This is an optimization exercise on Yosys and OpenROAD, whose aim is small area, a short achievable clock period and few clock cycles per item, not a production implementation. In this exercise RTL edits were held to simulation tests only and were not proved equivalent to the original. Power and IR drop assume default switching activity.

==> wip/willow <==
==> flow/design.v <==
`timescale 1ns / 1ps
package kpa_pkg;
    localparam int NUM_CLUSTERS_DEF  = 6;
    localparam int NUM_CENTROID_REGS = 6;
    localparam int PIXEL_W     = 8;
    localparam int CENTROID_W  = 16;
    localparam int CLUSTER_W   = 3;
    localparam int SUM_W       = 28;
    localparam int COUNT_W     = 21;
    localparam int CFG_INDEX_W = 3;
    localparam logic [SUM_W-1:0]   SUM_MAX   = {SUM_W{1'b1}};
    localparam logic [COUNT_W-1:0] COUNT_MAX = {COUNT_W{1'b1}};
    localparam int QUEUE_DEPTH = 3;
    localparam logic KIND_LABEL   = 1'b0;
    localparam logic KIND_SUMMARY = 1'b1;
    function automatic logic [CENTROID_W-1:0] centroid_reset_value(input int k);
        case (k)
            0:       centroid_reset_value = 16'd0;
            1:       centroid_reset_value = 16'd16640;
            2:       centroid_reset_value = 16'd25600;
            3:       centroid_reset_value = 16'd32000;
            4:       centroid_reset_value = 16'd48640;
            default: centroid_reset_value = 16'hFF00;
        endcase
    endfunction
endpackage
`timescale 1ns / 1ps
module kpa_classify
(
    input  logic [kpa_pkg::PIXEL_W-1:0]    pixel,
    input  logic [6*kpa_pkg::CENTROID_W-1:0] centroids,
    output logic [kpa_pkg::CLUSTER_W-1:0]  label
);
    logic [15:0] scaled;
    logic [15:0] dst [6];
    logic [15:0] c;
    always_comb
    begin
        scaled = {pixel, 8'h00};
        for (int k = 0; k < 6; k++)
        begin
            c = centroids[16*k +: 16];
            dst[k] = (scaled >= c) ? (scaled - c) : (c - scaled);
        end
    end
    logic        w01, w23, w45;
    logic [15:0] d01, d23, d45;
    logic [2:0]  i01, i23, i45;
    logic [15:0] d03;
    logic [2:0]  i03;
    always_comb
    begin
        w01 = dst[1] < dst[0];
        w23 = dst[3] < dst[2];
        w45 = dst[5] < dst[4];
        d01 = w01 ? dst[1] : dst[0];
        d23 = w23 ? dst[3] : dst[2];
        d45 = w45 ? dst[5] : dst[4];
        i01 = w01 ? 3'd1 : 3'd0;
        i23 = w23 ? 3'd3 : 3'd2;
        i45 = w45 ? 3'd5 : 3'd4;
        if (d23 < d01)
        begin
            d03 = d23;
            i03 = i23;
        end
        else
        begin
            d03 = d01;
            i03 = i01;
        end
        label = (d45 < d03) ? i45 : i03;
    end
endmodule
`timescale 1ns / 1ps
module kpa_fifo
#(
    parameter int DEPTH = kpa_pkg::QUEUE_DEPTH,
    parameter int W     = 13
) (
    input  logic         clk,
    input  logic         rst_n,
    input  logic         push,
    input  logic [W-1:0] push_item,
    input  logic         pop,
    output logic [W-1:0] head,
    output logic [$clog2(DEPTH+1)-1:0] count
);
    localparam int PW = (DEPTH > 1) ? $clog2(DEPTH) : 1;
    logic [W-1:0]  mem [DEPTH];
    logic [PW-1:0] wr_ptr_reg;
    logic [PW-1:0] rd_ptr_reg;
    logic [$clog2(DEPTH+1)-1:0] count_reg;
    assign head  = mem[rd_ptr_reg];
    assign count = count_reg;
    always_ff @(posedge clk)
    begin
        if (push)
        begin
            mem[wr_ptr_reg] <= push_item;
        end
    end
    always_ff @(posedge clk or negedge rst_n)
    begin
        if (!rst_n)
        begin
            wr_ptr_reg <= '0;
            rd_ptr_reg <= '0;
            count_reg  <= '0;
        end
        else
        begin
            if (push)
            begin
                wr_ptr_reg <= (wr_ptr_reg == PW'(DEPTH - 1)) ? '0 : wr_ptr_reg + 1'b1;
            end
            if (pop)
            begin
                rd_ptr_reg <= (rd_ptr_reg == PW'(DEPTH - 1)) ? '0 : rd_ptr_reg + 1'b1;
            end
            count_reg <= count_reg + (push ? 1'b1 : 1'b0) - (pop ? 1'b1 : 1'b0);
        end
    end
endmodule
`timescale 1ns / 1ps
module kpa_accum
(
    input  logic                          clk,
    input  logic                          rst_n,
    input  logic                          q_valid,
    input  logic [kpa_pkg::CLUSTER_W-1:0] q_cluster,
    input  logic [kpa_pkg::PIXEL_W-1:0]   q_pixel,
    input  logic                          q_first,
    input  logic                          q_last,
    output logic                          q_pop,
    output logic                          results_valid,
    input  logic                          results_ready,
    output logic                          results_item_kind,
    output logic [kpa_pkg::CLUSTER_W-1:0] results_cluster,
    output logic [kpa_pkg::SUM_W-1:0]     results_pixel_sum,
    output logic [kpa_pkg::COUNT_W-1:0]   results_pixel_count,
    output logic                          results_end_of_run
);
    localparam int SW = kpa_pkg::SUM_W;
    localparam int CW = kpa_pkg::COUNT_W;
    logic                          ov_reg;
    logic                          okind_reg;
    logic [kpa_pkg::CLUSTER_W-1:0] ocl_reg;
    logic                          oend_reg;
    logic [kpa_pkg::PIXEL_W-1:0]   opix_reg;
    logic                          ofirst_reg;
    logic                          acc_pend_reg;
    logic          out_free;
    logic          more_sum;
    logic          load_sum;
    logic          load_label;
    logic [SW-1:0] sums_reg   [6];
    logic [CW-1:0] counts_reg [6];
    logic [5:0]    zero_reg;
    logic [SW-1:0] sel_sum;
    logic [CW-1:0] sel_count;
    logic          sel_zero;
    logic [SW-1:0] base_sum;
    logic [CW-1:0] base_count;
    logic [SW:0]   sum_wide;
    logic [SW-1:0] new_sum;
    logic [CW-1:0] new_count;
    assign out_free   = !ov_reg || results_ready;
    assign more_sum   = ov_reg && (okind_reg ? (ocl_reg != 3'd5) : !oend_reg);
    assign load_sum   = out_free && more_sum;
    assign load_label = out_free && !more_sum && q_valid;
    assign q_pop      = load_label;
    always_ff @(posedge clk or negedge rst_n)
    begin
        if (!rst_n)
        begin
            ov_reg       <= 1'b0;
            acc_pend_reg <= 1'b0;
        end
        else
        begin
            if (out_free)
            begin
                ov_reg <= more_sum || q_valid;
            end
            acc_pend_reg <= load_label;
        end
    end
    always_ff @(posedge clk)
    begin
        if (load_sum)
        begin
            okind_reg <= kpa_pkg::KIND_SUMMARY;
            ocl_reg   <= okind_reg ? ocl_reg + 3'd1 : 3'd0;
            oend_reg  <= okind_reg && (ocl_reg == 3'd4);
        end
        else if (load_label)
        begin
            okind_reg  <= kpa_pkg::KIND_LABEL;
            ocl_reg    <= q_cluster;
            oend_reg   <= !q_last;
            opix_reg   <= q_pixel;
            ofirst_reg <= q_first;
        end
    end
    always_comb
    begin
        sel_sum   = sums_reg[0];
        sel_count = counts_reg[0];
        sel_zero  = zero_reg[0];
        for (int k = 1; k < 6; k++)
        begin
            if (ocl_reg == 3'(k))
            begin
                sel_sum   = sums_reg[k];
                sel_count = counts_reg[k];
                sel_zero  = zero_reg[k];
            end
        end
    end
    always_comb
    begin
        base_sum   = (sel_zero || ofirst_reg) ? '0 : sel_sum;
        base_count = (sel_zero || ofirst_reg) ? '0 : sel_count;
        sum_wide   = {1'b0, base_sum} + (SW+1)'(opix_reg);
        new_sum    = sum_wide[SW] ? kpa_pkg::SUM_MAX : sum_wide[SW-1:0];
        new_count  = (base_count == kpa_pkg::COUNT_MAX) ? kpa_pkg::COUNT_MAX : base_count + 1'b1;
    end
    always_ff @(posedge clk or negedge rst_n)
    begin
        if (!rst_n)
        begin
            zero_reg <= '1;
        end
        else if (acc_pend_reg)
        begin
            for (int k = 0; k < 6; k++)
            begin
                if (ocl_reg == 3'(k))
                begin
                    zero_reg[k] <= 1'b0;
                end
                else if (ofirst_reg)
                begin
                    zero_reg[k] <= 1'b1;
                end
            end
        end
    end
    always_ff @(posedge clk)
    begin
        if (acc_pend_reg)
        begin
            for (int k = 0; k < 6; k++)
            begin
                if (ocl_reg == 3'(k))
                begin
                    sums_reg[k]   <= new_sum;
                    counts_reg[k] <= new_count;
                end
            end
        end
    end
    assign results_valid       = ov_reg;
    assign results_item_kind   = okind_reg;
    assign results_cluster     = ocl_reg;
    assign results_end_of_run  = oend_reg;
    assign results_pixel_sum   = (okind_reg && !sel_zero) ? sel_sum : '0;
    assign results_pixel_count = (okind_reg && !sel_zero) ? sel_count : '0;
endmodule
`timescale 1ns / 1ps
module kmeans_pixel_assign_accumulate
#(
    parameter int NUM_CLUSTERS = kpa_pkg::NUM_CLUSTERS_DEF
) (
    input  logic                            clk,
    input  logic                            rst_n,
    input  logic                            pixels_valid,
    output logic                            pixels_ready,
    input  logic [kpa_pkg::PIXEL_W-1:0]     pixels_pixel,
    input  logic                            pixels_first_pixel,
    input  logic                            pixels_last_pixel,
    output logic                            results_valid,
    input  logic                            results_ready,
    output logic                            results_item_kind,
    output logic [kpa_pkg::CLUSTER_W-1:0]   results_cluster,
    output logic [kpa_pkg::SUM_W-1:0]       results_pixel_sum,
    output logic [kpa_pkg::COUNT_W-1:0]     results_pixel_count,
    output logic                            results_end_of_run,
    input  logic                            cfg_write,
    input  logic [kpa_pkg::CFG_INDEX_W-1:0] cfg_index,
    input  logic [kpa_pkg::CENTROID_W-1:0]  cfg_data
);
    localparam int D  = kpa_pkg::QUEUE_DEPTH;
    localparam int CN = $clog2(D + 1);
    logic                              cfg_we_reg;
    logic [kpa_pkg::CFG_INDEX_W-1:0]   cfg_idx_reg;
    logic [kpa_pkg::CENTROID_W-1:0]    cfg_dat_reg;
    logic [6*kpa_pkg::CENTROID_W-1:0]  centroid_reg;
    always_ff @(posedge clk or negedge rst_n)
    begin
        if (!rst_n)
        begin
            cfg_we_reg <= 1'b0;
        end
        else
        begin
            cfg_we_reg <= cfg_write && (cfg_index < 3'd6);
        end
    end
    always_ff @(posedge clk)
    begin
        cfg_idx_reg <= cfg_index;
        cfg_dat_reg <= cfg_data;
    end
    always_ff @(posedge clk or negedge rst_n)
    begin
        if (!rst_n)
        begin
            for (int k = 0; k < 6; k++)
            begin
                centroid_reg[16*k +: 16] <= kpa_pkg::centroid_reset_value(k);
            end
        end
        else
        begin
            for (int k = 0; k < 6; k++)
            begin
                if (cfg_we_reg && cfg_idx_reg == 3'(k))
                begin
                    centroid_reg[16*k +: 16] <= cfg_dat_reg;
                end
            end
        end
    end
    logic                        in_valid_reg;
    logic [kpa_pkg::PIXEL_W-1:0] in_pixel_reg;
    logic                        in_first_reg;
    logic                        in_last_reg;
    logic                        ready_reg;
    logic                        accept;
    assign pixels_ready = ready_reg;
    assign accept       = pixels_valid && ready_reg;
    always_ff @(posedge clk)
    begin
        in_pixel_reg <= pixels_pixel;
        in_first_reg <= pixels_first_pixel;
        in_last_reg  <= pixels_last_pixel;
    end
    logic [kpa_pkg::CLUSTER_W-1:0] label;
    kpa_classify u_classify (
        .pixel     (in_pixel_reg),
        .centroids (centroid_reg),
        .label     (label)
    );
    logic          q_pop;
    logic [12:0]   q_head;
    logic [CN-1:0] q_count;
    logic [CN-1:0] q_count_next;
    kpa_fifo #(.DEPTH(D), .W(13)) u_fifo (
        .clk       (clk),
        .rst_n     (rst_n),
        .push      (in_valid_reg),
        .push_item ({label, in_pixel_reg, in_first_reg, in_last_reg}),
        .pop       (q_pop),
        .head      (q_head),
        .count     (q_count)
    );
    assign q_count_next = q_count + (in_valid_reg ? 1'b1 : 1'b0) - (q_pop ? 1'b1 : 1'b0);
    always_ff @(posedge clk or negedge rst_n)
    begin
        if (!rst_n)
        begin
            in_valid_reg <= 1'b0;
            ready_reg    <= 1'b0;
        end
        else
        begin
            in_valid_reg <= accept;
            ready_reg    <= ({1'b0, q_count_next} + (accept ? 1'b1 : 1'b0)) < (CN+1)'(D);
        end
    end
    kpa_accum u_accum (
        .clk                 (clk),
        .rst_n               (rst_n),
        .q_valid             (q_count != '0),
        .q_cluster           (q_head[12:10]),
        .q_pixel             (q_head[9:2]),
        .q_first             (q_head[1]),
        .q_last              (q_head[0]),
        .q_pop               (q_pop),
        .results_valid       (results_valid),
        .results_ready       (results_ready),
        .results_item_kind   (results_item_kind),
        .results_cluster     (results_cluster),
        .results_pixel_sum   (results_pixel_sum),
        .results_pixel_count (results_pixel_count),
        .results_end_of_run  (results_end_of_run)
    );
endmodule
==> flow/run.sh <==
#!/bin/bash
# synth_recipe.tcl (not shown) runs the flow's synth.tcl, then flattens the netlist and writes it again
# the make line also repeats each setting of config.mk as NAME=value (left out here)
make -C /OpenROAD-flow-scripts/flow DESIGN_CONFIG=/design/flow/config.mk WORK_HOME=/design/flow/orfs CLKGATE_MAP_FILE= SYNTH_SCRIPT=/design/flow/synth_recipe.tcl finish
==> flow/config.mk <==
export PLATFORM = sky130hd
export DESIGN_NAME = kmeans_pixel_assign_accumulate
export DESIGN_NICKNAME = kmeans_pixel_assign_accumulate
export VERILOG_FILES = /design/flow/design.v
export SDC_FILE = /design/flow/constraint.sdc
export NUM_CORES = 4
export LEC_CHECK = 0
export CAP_MARGIN = 20
export CORE_MARGIN = 2
export CORE_UTILIZATION = 40
export PLACE_DENSITY = 0.6
export SLEW_MARGIN = 20
==> flow/constraint.sdc <==
create_clock -name core_clock -period 11.0 [get_ports {clk}]
set_input_delay 2.2000 -clock core_clock [delete_from_list [all_inputs] [get_ports {clk}]]
set_output_delay 2.2000 -clock core_clock [all_outputs]
set_load 0.01 [all_outputs]
==> inputs of wip/xenon, as changes to wip/willow <==
==> flow/design.v, changed modules only <==
module kpa_classify
(
    input  logic [kpa_pkg::PIXEL_W-1:0]   pixel,
    input  logic [6*17-1:0]               centroids,
    output logic [kpa_pkg::CLUSTER_W-1:0] label
);
    logic [15:0] dst [6];
    logic [5:0]  win;
    always_comb
    begin
        for (int k = 0; k < 6; k++)
        begin
            logic [8:0] u;
            logic [7:0] lo;
            logic       nz;
            logic [9:0] a;
            logic [7:0] b;
            u  = centroids[17*k + 8 +: 9];
            lo = centroids[17*k +: 8];
            nz = (lo != 8'd0);
            a  = {2'b00, pixel} - {1'b0, u};
            b  = u[7:0] - pixel - {7'd0, nz};
            dst[k] = a[9] ? {b, lo} : {a[7:0], 8'd0 - lo};
        end
    end
    always_comb
    begin
        for (int k = 0; k < 6; k++)
        begin
            win[k] = 1'b1;
            for (int j = 0; j < 6; j++)
            begin
                if (j < k && !(dst[k] < dst[j]))
                begin
                    win[k] = 1'b0;
                end
                if (j > k && (dst[j] < dst[k]))
                begin
                    win[k] = 1'b0;
                end
            end
        end
        label = 3'd0;
        for (int k = 5; k >= 1; k--)
        begin
            if (win[k])
            begin
                label = 3'(k);
            end
        end
    end
endmodule
module kmeans_pixel_assign_accumulate
#(
    parameter int NUM_CLUSTERS = kpa_pkg::NUM_CLUSTERS_DEF
) (
    input  logic                            clk,
    input  logic                            rst_n,
    input  logic                            pixels_valid,
    output logic                            pixels_ready,
    input  logic [kpa_pkg::PIXEL_W-1:0]     pixels_pixel,
    input  logic                            pixels_first_pixel,
    input  logic                            pixels_last_pixel,
    output logic                            results_valid,
    input  logic                            results_ready,
    output logic                            results_item_kind,
    output logic [kpa_pkg::CLUSTER_W-1:0]   results_cluster,
    output logic [kpa_pkg::SUM_W-1:0]       results_pixel_sum,
    output logic [kpa_pkg::COUNT_W-1:0]     results_pixel_count,
    output logic                            results_end_of_run,
    input  logic                            cfg_write,
    input  logic [kpa_pkg::CFG_INDEX_W-1:0] cfg_index,
    input  logic [kpa_pkg::CENTROID_W-1:0]  cfg_data
);
    localparam int D  = kpa_pkg::QUEUE_DEPTH;
    localparam int CN = $clog2(D + 1);
    logic                              cfg_we_reg;
    logic [kpa_pkg::CFG_INDEX_W-1:0]   cfg_idx_reg;
    logic [kpa_pkg::CENTROID_W-1:0]    cfg_dat_reg;
    logic [6*17-1:0]                   centroid_reg;
    logic [16:0]                       cfg_form;
    always_ff @(posedge clk or negedge rst_n)
    begin
        if (!rst_n)
        begin
            cfg_we_reg <= 1'b0;
        end
        else
        begin
            cfg_we_reg <= cfg_write && (cfg_index < 3'd6);
        end
    end
    always_ff @(posedge clk)
    begin
        cfg_idx_reg <= cfg_index;
        cfg_dat_reg <= cfg_data;
    end
    assign cfg_form = {{1'b0, cfg_dat_reg[15:8]} + {8'd0, cfg_dat_reg[7:0] != 8'd0}, cfg_dat_reg[7:0]};
    always_ff @(posedge clk or negedge rst_n)
    begin
        if (!rst_n)
        begin
            for (int k = 0; k < 6; k++)
            begin
                centroid_reg[17*k +: 17] <= {1'b0, kpa_pkg::centroid_reset_value(k)};
            end
        end
        else
        begin
            for (int k = 0; k < 6; k++)
            begin
                if (cfg_we_reg && cfg_idx_reg == 3'(k))
                begin
                    centroid_reg[17*k +: 17] <= cfg_form;
                end
            end
        end
    end
    logic                        in_valid_reg;
    logic [kpa_pkg::PIXEL_W-1:0] in_pixel_reg;
    logic                        in_first_reg;
    logic                        in_last_reg;
    logic                        ready_reg;
    logic                        accept;
    assign pixels_ready = ready_reg;
    assign accept       = pixels_valid && ready_reg;
    always_ff @(posedge clk)
    begin
        in_pixel_reg <= pixels_pixel;
        in_first_reg <= pixels_first_pixel;
        in_last_reg  <= pixels_last_pixel;
    end
    logic [kpa_pkg::CLUSTER_W-1:0] label;
    kpa_classify u_classify (
        .pixel     (in_pixel_reg),
        .centroids (centroid_reg),
        .label     (label)
    );
    logic          q_pop;
    logic [12:0]   q_head;
    logic [CN-1:0] q_count;
    logic [CN-1:0] q_count_next;
    kpa_fifo #(.DEPTH(D), .W(13)) u_fifo (
        .clk       (clk),
        .rst_n     (rst_n),
        .push      (in_valid_reg),
        .push_item ({label, in_pixel_reg, in_first_reg, in_last_reg}),
        .pop       (q_pop),
        .head      (q_head),
        .count     (q_count)
    );
    assign q_count_next = q_count + (in_valid_reg ? 1'b1 : 1'b0) - (q_pop ? 1'b1 : 1'b0);
    always_ff @(posedge clk or negedge rst_n)
    begin
        if (!rst_n)
        begin
            in_valid_reg <= 1'b0;
            ready_reg    <= 1'b0;
        end
        else
        begin
            in_valid_reg <= accept;
            ready_reg    <= ({1'b0, q_count_next} + (accept ? 1'b1 : 1'b0)) < (CN+1)'(D);
        end
    end
    kpa_accum u_accum (
        .clk                 (clk),
        .rst_n               (rst_n),
        .q_valid             (q_count != '0),
        .q_cluster           (q_head[12:10]),
        .q_pixel             (q_head[9:2]),
        .q_first             (q_head[1]),
        .q_last              (q_head[0]),
        .q_pop               (q_pop),
        .results_valid       (results_valid),
        .results_ready       (results_ready),
        .results_item_kind   (results_item_kind),
        .results_cluster     (results_cluster),
        .results_pixel_sum   (results_pixel_sum),
        .results_pixel_count (results_pixel_count),
        .results_end_of_run  (results_end_of_run)
    );
endmodule
--- a/flow/config.mk
+++ b/flow/config.mk
@@ -8,5 +8,6 @@
 export CAP_MARGIN = 20
 export CORE_MARGIN = 2
-export CORE_UTILIZATION = 40
-export PLACE_DENSITY = 0.6
+export CORE_UTILIZATION = 50
+export PLACE_DENSITY = 0.65
+export SETUP_SLACK_MARGIN = 5
 export SLEW_MARGIN = 20
==> notes <==
- Of wip/xenon and wip/willow, wip/xenon has the higher register-to-register slack (gap 4400 ps).
- Between wip/willow and wip/xenon, the lower via count is in wip/willow (gap about 11%, measured against wip/xenon).
- In wip/xenon the die area is lower than in wip/willow, by about 10%.
- Of wip/willow and wip/xenon, wip/xenon has the higher global-route usage (gap 4.4 points).
- Of wip/willow and wip/xenon, wip/xenon has the higher clock skew (gap 24 ps).
- Between wip/willow and wip/xenon, the lower fmax is in wip/willow (gap about 40%, measured against wip/xenon).
- Of wip/xenon and wip/willow, wip/xenon has the higher final area (gap about 13%, measured against wip/willow).
- In wip/xenon the worst setup slack is higher than in wip/willow, by 4300 ps.
- First-iteration DRC count: wip/xenon is larger than wip/willow (about 13%).
- Sequential power is about the same in wip/xenon and wip/willow.
- Between wip/willow and wip/xenon, the lower core utilization is in wip/willow (gap 12 points).
==> figures <==
| metric | wip/willow | wip/xenon |
|---|---|---|
| Share of final-layout standard cells stronger than drive strength 1 | 0.1167 | 0.1210 |
| Crit Reg-Reg Startpoint | in_pixel_reg[1] | in_pixel_reg[0] |
| Net count of the finished layout | 2920 | 3438 |
| Outcome | timing/DRC/antenna clean | timing/DRC/antenna clean |
| Power per cell area | 346.4 nW/µm² | 326.6 nW/µm² |
| Class of the most critical setup path | flop to flop | flop to output pin |
| Met2 Wirelength | 39910 µm | 42430 µm |
| Total combinational power | 6.22 mW | 6.83 mW |
| Iteration-0 DRC Markers | 1561 | 1762 |
| Count of clock tree sinks | 489 | 495 |
| Effective utilization at floorplan | 0.4038 | 0.5048 |
| Layout-to-synthesis area ratio | 1.1347x | 1.1445x |
| Mapped Area | 27700 µm² | 31040 µm² |
| Final clock skew | 31.97 ps | 56.04 ps |
| Slowest cell on the critical path | dfxtp_1 | clkdlybuf4s50_1 |
| Placeable Area | 68590 µm² | 61480 µm² |
| Sequential cell count | 489 | 495 |
| Clock group total power | 1.83 mW | 1.94 mW |
| R2r worst-path depth | 34 | 19 |
| Routed met1 length | 33730 µm | 36320 µm |
| Clock buffers and inverters, area share | 0.05713 | 0.05428 |
| Reported net switching power | 4.841 mW | 5.154 mW |
| Horizontal die dimension | 267.1 µm | 253.1 µm |
Testbench counts of wip/willow, summed over its fixed seeds: cycles 31,896, pixels 30,720.
Testbench counts of wip/xenon, summed over its fixed seeds: cycles 31,896, pixels 30,720.

## re-timing with driven ports
No port has a modelled driver above. Below, the same layouts with a new extraction and two added sets of constraints. Step 1: set_driving_cell puts a clkbuf_16 on clk and a buf_2 on each other input, an assumption about the parent block. Step 2 moves the port delays by t, midway between the first and last clock arrival at a register: inputs arrive t later, outputs are due t later. That takes back most of the time a late clock gives input paths. Slacks: ideal / step 1 / step 2; pairs: ideal / step 1.
run	t, ns	slack for setup (ns)	hold slack, ns	worst register clock-pin slew, ns	pins driven straight from the clock port
wip/willow	0.681	0.784 / 0.784 / 0.784	0.447 / 0.447 / 0.447	0.07 / 0.07	1
wip/xenon	0.672	5.101 / 5.043 / 5.224	0.455 / 0.455 / 0.455	0.07 / 0.07	1
After both steps every run listed still meets setup and hold.
